This design comes from an exercise in tuning for small area, a short achievable clock period and few clock cycles on the open sky130 flow, not from production work.
Power and IR drop assume default switching activity.

==> inputs of trial 45 <==
==> flow/design.v <==
module phase_synthesizer #(
  parameter int ADDR_WIDTH  = 11,
  parameter int PHASE_WIDTH = 24,
  parameter int MAG_WIDTH   = 16,
  parameter int RATIO_WIDTH = 16,
  parameter int RATIO_FRAC  = 12
) (
  input  logic                   clock,
  input  logic                   reset,
  input  logic [PHASE_WIDTH-1:0] phase,
  input  logic [PHASE_WIDTH-1:0] phase_last,
  input  logic                   phases_valid,
  input  logic [ADDR_WIDTH-1:0]  k_max,
  input  logic [MAG_WIDTH-1:0]   magnitude,
  input  logic [RATIO_WIDTH-1:0] pitch_ratio,
  output logic [47:0]            m_tdata,
  output logic                   m_tvalid,
  input  logic                   m_tready,
  output logic                   m_tlast,
  output logic [15:0]            m_tuser,
  output logic                   busy,
  output logic [7:0]             dropped_count
);
  logic [23:0] ph_q, pl_q;       
  logic [10:0] k_q;              
  logic [15:0] r_q, mag_q;
  logic [23:0] sn_acc_q;         
  logic [14:0] ms_q;             
  logic [15:0] mc_q;             
  logic        bw_q, ac_q;       
  logic [5:0]  cyc_q;
  logic        nphase_q, negd_q, accv_q, x_q;
  logic        busy_q, tvalid_q, tlast_q;
  logic        hit_a_q, hit_b_q, nph_a_q, nph_b_q, nph_c_q;
  logic [10:0] tu_q;
  logic [7:0]  drop_q;
  logic c_lt11, c_le22, c_eq23, c_eq24, c_ge24, c_lt60, c_op, c_eq59, c_rdy, c_ge26;
  assign c_lt11 = cyc_q < 6'd11;
  assign c_le22 = cyc_q <= 6'd22;
  assign c_eq23 = cyc_q == 6'd23;
  assign c_eq24 = cyc_q == 6'd24;
  assign c_ge24 = cyc_q >= 6'd24;
  assign c_lt60 = cyc_q < 6'd60;
  assign c_op   = (cyc_q >= 6'd36) && c_lt60;
  assign c_eq59 = cyc_q == 6'd59;
  assign c_rdy  = cyc_q == 6'd60;
  assign c_ge26 = cyc_q >= 6'd26;
  logic dsum, dbor;
  assign dsum = ph_q[0] ^ ~pl_q[0] ^ bw_q;
  assign dbor = (ph_q[0] & ~pl_q[0]) | (ph_q[0] & bw_q) | (~pl_q[0] & bw_q);
  logic        x;
  logic [15:0] sin, cin, fsum, fcar;
  logic        vnz;
  logic x_d;
  assign x = x_q;
  assign x_d = busy_q ? (((cyc_q < 6'd10) & k_q[1]) | (~nphase_q & (cyc_q >= 6'd23) & (cyc_q < 6'd59) & ph_q[1]))
                      : (phases_valid & k_max[0]);
  always_comb begin
    for (int j = 0; j < 16; j++) begin
      sin[j] = (j < 15) ? ms_q[j] : 1'b0;
      cin[j] = mc_q[j];
      if (j < 3 && c_eq24) begin
        sin[j] = 1'b0;
        cin[j] = 1'b0;
      end
      {fcar[j], fsum[j]} = {1'b0, sin[j]} + {1'b0, cin[j]} + {1'b0, r_q[j] & x};
    end
  end
  assign vnz = |{ms_q[2:0], mc_q[2:0]};
  logic p;
  assign p = fsum[0];
  logic aa, ab, asum, acar;
  assign aa   = accv_q & ~(sn_acc_q[0] ^ negd_q);
  assign ab   = p & ~nphase_q;
  assign asum = aa ^ ab ^ ac_q;
  assign acar = (aa & ab) | (aa & ac_q) | (ab & ac_q);
  logic [10:0] tn;
  logic        main_n, mirr_n, hitn, phitn, fin, adv, load, negstart, updend;
  assign tn      = tu_q + 11'd1;
  assign main_n  = ~tn[10] & (tn[9:0] == k_q[9:0]);
  assign mirr_n  = tu_q[10] & (tu_q[9:0] == ~k_q[9:0]);
  assign hitn    = main_n | mirr_n;
  assign phitn   = hitn & ~tlast_q;
  assign fin     = tvalid_q & m_tready & tlast_q;
  assign adv     = tvalid_q ? (m_tready & ~tlast_q) : (busy_q & (~tlast_q | c_ge26));
  assign load    = adv & ~(phitn & ~c_rdy);
  assign negstart = tvalid_q & m_tready & ~nph_a_q & ~tu_q[10];
  assign updend  = c_op & c_eq59 & ~nphase_q;
  always_ff @(posedge clock) begin
    if (!busy_q) begin
      ph_q    <= phase;
      pl_q    <= phase_last;
      k_q     <= k_max;
      r_q     <= pitch_ratio;
      mag_q   <= magnitude;
      bw_q    <= 1'b1;
      cyc_q   <= '0;
      nphase_q <= 1'b0;
      tu_q    <= '1;
      tlast_q <= 1'b1;
    end else begin
      ph_q <= {c_ge24 ? ph_q[23] : dsum, ph_q[23:1]};
      pl_q <= {1'b0, pl_q[23:1]};
      bw_q <= dbor;
      if (c_le22) k_q <= {p, k_q[10:1]};
      else begin
        k_q[9:0] <= k_q[9:0] | {10{k_q[10]}};
        k_q[10]  <= k_q[10] | (c_eq23 & p) | (c_eq24 & vnz);
      end
      if (negstart) cyc_q <= 6'd35;
      else if (!c_rdy) cyc_q <= cyc_q + 6'd1;
      if (negstart) nphase_q <= 1'b1;
      if (load) begin
        tu_q    <= tn;
        tlast_q <= &tn;
      end
    end
    if (c_op) sn_acc_q <= {~asum, sn_acc_q[23:1]};
    ac_q <= c_op ? acar : negd_q;
  end
  always_ff @(posedge clock or posedge reset) begin
    if (reset) begin
      hit_a_q <= 1'b0;
      nph_b_q <= 1'b0;
    end else if (load) begin
      hit_a_q <= hitn;
      nph_b_q <= ~phitn;
    end
  end
  always_ff @(posedge clock or posedge reset) begin
    if (reset) begin
      hit_b_q <= 1'b1;
      nph_a_q <= 1'b1;
    end else if (load) begin
      hit_b_q <= hitn;
      nph_a_q <= ~phitn;
    end
  end
  always_ff @(posedge clock or posedge reset) begin
    if (reset) nph_c_q <= 1'b1;
    else if (load) nph_c_q <= ~phitn;
    else if (!tvalid_q) nph_c_q <= 1'b1;
  end
  always_ff @(posedge clock or posedge reset) begin
    if (reset) begin
      ms_q <= '0;
      mc_q <= '0;
    end else begin
      ms_q <= fsum[15:1];
      mc_q <= fcar;
    end
  end
  always_ff @(posedge clock or posedge reset) begin
    if (reset) begin
      busy_q   <= 1'b0;
      x_q      <= 1'b0;
      tvalid_q <= 1'b0;
      drop_q   <= '0;
      accv_q   <= 1'b0;
      negd_q   <= 1'b0;
    end else begin
      if (phases_valid && busy_q && (drop_q != 8'hFF)) drop_q <= drop_q + 8'd1;
      x_q <= x_d;
      if (!busy_q) busy_q <= phases_valid;
      else if (fin) busy_q <= 1'b0;
      if (fin) tvalid_q <= 1'b0;
      else if (adv) tvalid_q <= load;
      if (updend) accv_q <= 1'b1;
      if (negstart) negd_q <= 1'b1;
      else if (updend) negd_q <= 1'b0;
    end
  end
  assign m_tdata       = {8'h00, mag_q[15:8] & {8{hit_b_q}}, mag_q[7:0] & {8{hit_a_q}},
                          ~(sn_acc_q[23:16] | {8{nph_c_q}}), ~(sn_acc_q[15:8] | {8{nph_b_q}}),
                          ~(sn_acc_q[7:0] | {8{nph_a_q}})};
  assign m_tvalid      = tvalid_q;
  assign m_tlast       = tlast_q;
  assign m_tuser       = {5'h00, tu_q};
  assign busy          = busy_q;
  assign dropped_count = drop_q;
endmodule
==> flow/flow/run.sh <==
#!/bin/bash
set -euo pipefail
export BUFFER_PORTS_ARGS="-buffer_cell sky130_fd_sc_hd__buf_1"
export CTS_ARGS="-sink_clustering_enable -repair_clock_nets -buf_list sky130_fd_sc_hd__clkbuf_16 -sink_clustering_size 40 -sink_clustering_max_diameter 150 -sink_buffer_max_cap_derate 1.0 -dont_use_dummy_load"
bash standard.sh finish > standard_make.log 2>&1
==> flow/standard.sh <==
#!/bin/bash
# synth_recipe.tcl (not shown) runs the flow's synth.tcl, then flattens the netlist and writes it again
# the make line also repeats each setting of config.mk as NAME=value (left out here)
make -C /OpenROAD-flow-scripts/flow DESIGN_CONFIG=/design/flow/config.mk WORK_HOME=/design/flow/orfs CLKGATE_MAP_FILE= SYNTH_SCRIPT=/design/flow/synth_recipe.tcl "${@:-finish}"
==> flow/config.mk <==
export PLATFORM = sky130hd
export DESIGN_NAME = phase_synthesizer
export DESIGN_NICKNAME = phase_synthesizer
export VERILOG_FILES = /design/flow/design.v
export SDC_FILE = /design/flow/constraint.sdc
export NUM_CORES = 4
export LEC_CHECK = 0
export CAP_MARGIN = 20
export CORE_MARGIN = 2
export CORE_UTILIZATION = 50
export SETUP_SLACK_MARGIN = 4.0
export SLEW_MARGIN = 20
==> flow/constraint.sdc <==
create_clock -name core_clock -period 7.0 [get_ports {clock}]
set_input_delay 1.4000 -clock core_clock [delete_from_list [all_inputs] [get_ports {clock}]]
set_output_delay 1.4000 -clock core_clock [all_outputs]
set_load 0.01 [all_outputs]
==> inputs of trial 44, as changes to trial 45 <==
==> flow/design.v, changed modules only <==
module phase_synthesizer #(
  parameter int ADDR_WIDTH  = 11,
  parameter int PHASE_WIDTH = 24,
  parameter int MAG_WIDTH   = 16,
  parameter int RATIO_WIDTH = 16,
  parameter int RATIO_FRAC  = 12
) (
  input  logic                   clock,
  input  logic                   reset,
  input  logic [PHASE_WIDTH-1:0] phase,
  input  logic [PHASE_WIDTH-1:0] phase_last,
  input  logic                   phases_valid,
  input  logic [ADDR_WIDTH-1:0]  k_max,
  input  logic [MAG_WIDTH-1:0]   magnitude,
  input  logic [RATIO_WIDTH-1:0] pitch_ratio,
  output logic [47:0]            m_tdata,
  output logic                   m_tvalid,
  input  logic                   m_tready,
  output logic                   m_tlast,
  output logic [15:0]            m_tuser,
  output logic                   busy,
  output logic [7:0]             dropped_count
);
  logic [23:0] ph_q, pl_q;       
  logic [10:0] k_q;              
  logic [15:0] r_q, mag_q;
  logic [23:0] s_acc_q;          
  logic [14:0] ms_q;             
  logic [15:0] mc_q;             
  logic        bw_q, ac_q;       
  logic [5:0]  cyc_q;
  logic        nphase_q, negd_q, accv_q, x_q;
  logic        busy_q, tvalid_q, tlast_q, hit_q, phit_q;
  logic        hit2_q, phit2_q, phit3_q;
  logic [10:0] tu_q;
  logic [7:0]  drop_q;
  logic c_lt11, c_le22, c_eq23, c_eq24, c_ge24, c_lt60, c_op, c_eq59, c_rdy, c_ge26;
  assign c_lt11 = cyc_q < 6'd11;
  assign c_le22 = cyc_q <= 6'd22;
  assign c_eq23 = cyc_q == 6'd23;
  assign c_eq24 = cyc_q == 6'd24;
  assign c_ge24 = cyc_q >= 6'd24;
  assign c_lt60 = cyc_q < 6'd60;
  assign c_op   = (cyc_q >= 6'd36) && c_lt60;
  assign c_eq59 = cyc_q == 6'd59;
  assign c_rdy  = cyc_q == 6'd60;
  assign c_ge26 = cyc_q >= 6'd26;
  logic dsum, dbor;
  assign dsum = ph_q[0] ^ ~pl_q[0] ^ bw_q;
  assign dbor = (ph_q[0] & ~pl_q[0]) | (ph_q[0] & bw_q) | (~pl_q[0] & bw_q);
  logic        x;
  logic [15:0] sin, cin, fsum, fcar;
  logic        vnz;
  logic x_d;
  assign x = x_q;
  assign x_d = busy_q ? (((cyc_q < 6'd10) & k_q[1]) | (~nphase_q & (cyc_q >= 6'd23) & (cyc_q < 6'd59) & ph_q[1]))
                      : (phases_valid & k_max[0]);
  always_comb begin
    for (int j = 0; j < 16; j++) begin
      sin[j] = (j < 15) ? ms_q[j] : 1'b0;
      cin[j] = mc_q[j];
      if (j < 3 && c_eq24) begin
        sin[j] = 1'b0;
        cin[j] = 1'b0;
      end
      {fcar[j], fsum[j]} = {1'b0, sin[j]} + {1'b0, cin[j]} + {1'b0, r_q[j] & x};
    end
  end
  assign vnz = |{ms_q[2:0], mc_q[2:0]};
  logic p;
  assign p = fsum[0];
  logic aa, ab, asum, acar;
  assign aa   = accv_q & (s_acc_q[0] ^ negd_q);
  assign ab   = p & ~nphase_q;
  assign asum = aa ^ ab ^ ac_q;
  assign acar = (aa & ab) | (aa & ac_q) | (ab & ac_q);
  logic [10:0] tn;
  logic        main_n, mirr_n, hitn, phitn, fin, adv, load, negstart, updend;
  assign tn      = tu_q + 11'd1;
  assign main_n  = ~tn[10] & (tn[9:0] == k_q[9:0]);
  assign mirr_n  = tu_q[10] & (tu_q[9:0] == ~k_q[9:0]);
  assign hitn    = main_n | mirr_n;
  assign phitn   = hitn & ~tlast_q;
  assign fin     = tvalid_q & m_tready & tlast_q;
  assign adv     = tvalid_q ? (m_tready & ~tlast_q) : (busy_q & (~tlast_q | c_ge26));
  assign load    = adv & ~(phitn & ~c_rdy);
  assign negstart = tvalid_q & m_tready & phit_q & ~tu_q[10];
  assign updend  = c_op & c_eq59 & ~nphase_q;
  always_ff @(posedge clock) begin
    if (!busy_q) begin
      ph_q    <= phase;
      pl_q    <= phase_last;
      k_q     <= k_max;
      r_q     <= pitch_ratio;
      mag_q   <= magnitude;
      bw_q    <= 1'b1;
      cyc_q   <= '0;
      nphase_q <= 1'b0;
      tu_q    <= '1;
      tlast_q <= 1'b1;
    end else begin
      ph_q <= {c_ge24 ? ph_q[23] : dsum, ph_q[23:1]};
      pl_q <= {1'b0, pl_q[23:1]};
      bw_q <= dbor;
      if (c_le22) k_q <= {p, k_q[10:1]};
      else begin
        k_q[9:0] <= k_q[9:0] | {10{k_q[10]}};
        k_q[10]  <= k_q[10] | (c_eq23 & p) | (c_eq24 & vnz);
      end
      if (negstart) cyc_q <= 6'd35;
      else if (!c_rdy) cyc_q <= cyc_q + 6'd1;
      if (negstart) nphase_q <= 1'b1;
      if (load) begin
        tu_q    <= tn;
        tlast_q <= &tn;
      end
    end
    if (load) begin
      hit_q  <= hitn;
      phit_q <= phitn;
    end
    if (c_op) s_acc_q <= {asum, s_acc_q[23:1]};
    ac_q <= c_op ? acar : negd_q;
  end
  always_ff @(posedge clock or posedge reset) begin
    if (reset) begin
      hit2_q  <= 1'b0;
      phit2_q <= 1'b0;
    end else if (load) begin
      hit2_q  <= hitn;
      phit2_q <= phitn;
    end
  end
  always_ff @(posedge clock) begin
    if (!busy_q) phit3_q <= 1'b0;
    else if (load) phit3_q <= phitn;
  end
  always_ff @(posedge clock or posedge reset) begin
    if (reset) begin
      ms_q <= '0;
      mc_q <= '0;
    end else begin
      ms_q <= fsum[15:1];
      mc_q <= fcar;
    end
  end
  always_ff @(posedge clock or posedge reset) begin
    if (reset) begin
      busy_q   <= 1'b0;
      x_q      <= 1'b0;
      tvalid_q <= 1'b0;
      drop_q   <= '0;
      accv_q   <= 1'b0;
      negd_q   <= 1'b0;
    end else begin
      if (phases_valid && busy_q && (drop_q != 8'hFF)) drop_q <= drop_q + 8'd1;
      x_q <= x_d;
      if (!busy_q) busy_q <= phases_valid;
      else if (fin) busy_q <= 1'b0;
      if (fin) tvalid_q <= 1'b0;
      else if (adv) tvalid_q <= load;
      if (updend) accv_q <= 1'b1;
      if (negstart) negd_q <= 1'b1;
      else if (updend) negd_q <= 1'b0;
    end
  end
  assign m_tdata       = {8'h00, mag_q[15:8] & {8{hit2_q}}, mag_q[7:0] & {8{hit_q}},
                          s_acc_q[23:16] & {8{phit3_q}}, s_acc_q[15:8] & {8{phit2_q}}, s_acc_q[7:0] & {8{phit_q}}};
  assign m_tvalid      = tvalid_q;
  assign m_tlast       = tlast_q;
  assign m_tuser       = {5'h00, tu_q};
  assign busy          = busy_q;
  assign dropped_count = drop_q;
endmodule
==> flow/flow/run.sh (replaced) <==
#!/bin/bash
set -euo pipefail
export BUFFER_PORTS_ARGS="-buffer_cell sky130_fd_sc_hd__buf_1"
bash standard.sh finish > standard_make.log 2>&1
--- a/flow/config.mk
+++ b/flow/config.mk
@@ -8,5 +8,6 @@
 export CAP_MARGIN = 20
 export CORE_MARGIN = 2
-export CORE_UTILIZATION = 50
-export SETUP_SLACK_MARGIN = 4.0
+export CORE_UTILIZATION = 65
+export CTS_BUF_LIST = sky130_fd_sc_hd__clkbuf_8
+export SETUP_SLACK_MARGIN = 4.6
 export SLEW_MARGIN = 20
==> comparison <==
- Against trial 45, the sequential power of trial 44 is smaller by about 3%.
- Against trial 44, the routed wire length of trial 45 is smaller by about 15%.
- In trial 45 the cell area is lower than in trial 44, by 9.6%.
- Against trial 44, the non-clock buffer count of trial 45 is lower by 60.
- Between trial 45 and trial 44, the lower first-iteration DRC count is in trial 45 (gap about 50%, measured against trial 44).
- Global-route usage: trial 44 is higher than trial 45 (7.5 points).
- Of trial 44 and trial 45, trial 45 has the higher critical path depth (gap 5).
- Final cell count: trial 45 is smaller than trial 44 (about 4.5%).
- Of trial 44 and trial 45, trial 44 has the higher core utilization (gap 24 points).
==> figures <==
quantity                                                                trial 45    trial 44
Fill count                                                                 1,308         676
Status                                          no timing/DRC/antenna violations  no timing/DRC/antenna violations
First-pass GRT wire length                                             23,900 µm   25,900 µm
Floorplan die width                                                       129 µm      114 µm
Global routing usage on met3                                               6.20%       7.76%
Share of final layout cell area taken by clock buffers and inverters       4.82%       4.30%
Combinational gate power                                                 1.28 mW     1.73 mW
Y dimension of the die                                                    129 µm      114 µm
Worst slack at placement                                                 4.26 ns     4.20 ns
Clock network latency to the later pin of the worst-skew pair            0.41 ns     0.47 ns
Area of all placed cells without fillers                                8820 µm²    9760 µm²
Post-Synth Adder-Cell Area                                                 5.52%       5.48%
Area inside the core boundary                                         15,200 µm²  11,900 µm²
Clock tree buffer count of the final layout                                   17          18
Depth of the worst register-to-register path                                   8           9
Clock period minus worst slack                                           2.73 ns     2.68 ns
Maximum number of pins on one net before global-route repair                  67          79
Share of post-route cells with drive strength above 1                      13.7%       30.0%
Destination of the critical timing path                                 tvalid_q  m_tdata[6]
Proportion of synthesized chip area in sequential cells                    58.3%       57.9%
No functional check of the RTL was part of any run of this note.

==> static timing again, ports no longer ideal <==
The flow's constraints put no driver on any port. The routed layouts listed below were extracted and timed again, unchanged, in two steps.
Step 1 assumes that a clkbuf_16 drives the clock port and a buf_2 every other input.
Step 2 moves the port delays by t, midway between the first and last clock arrival at a register: inputs arrive t later, outputs are due t later. That takes back most of the time a late clock gives input paths.
a / b / c = no drivers / after step 1 / after step 2; a / b = the first two.
run	t (ns)	slack for setup (ns)	cell pins on the clock port's net
trial 45	0.451	4.272 / 4.245 / 4.215	1
trial 44	0.491	4.318 / 4.283 / 4.158	1
After both steps setup and hold are still met in every run listed. For trial 44, which loses most, drivers alone change the setup slack by -0.035 ns; drivers and shift together by -0.160 ns.
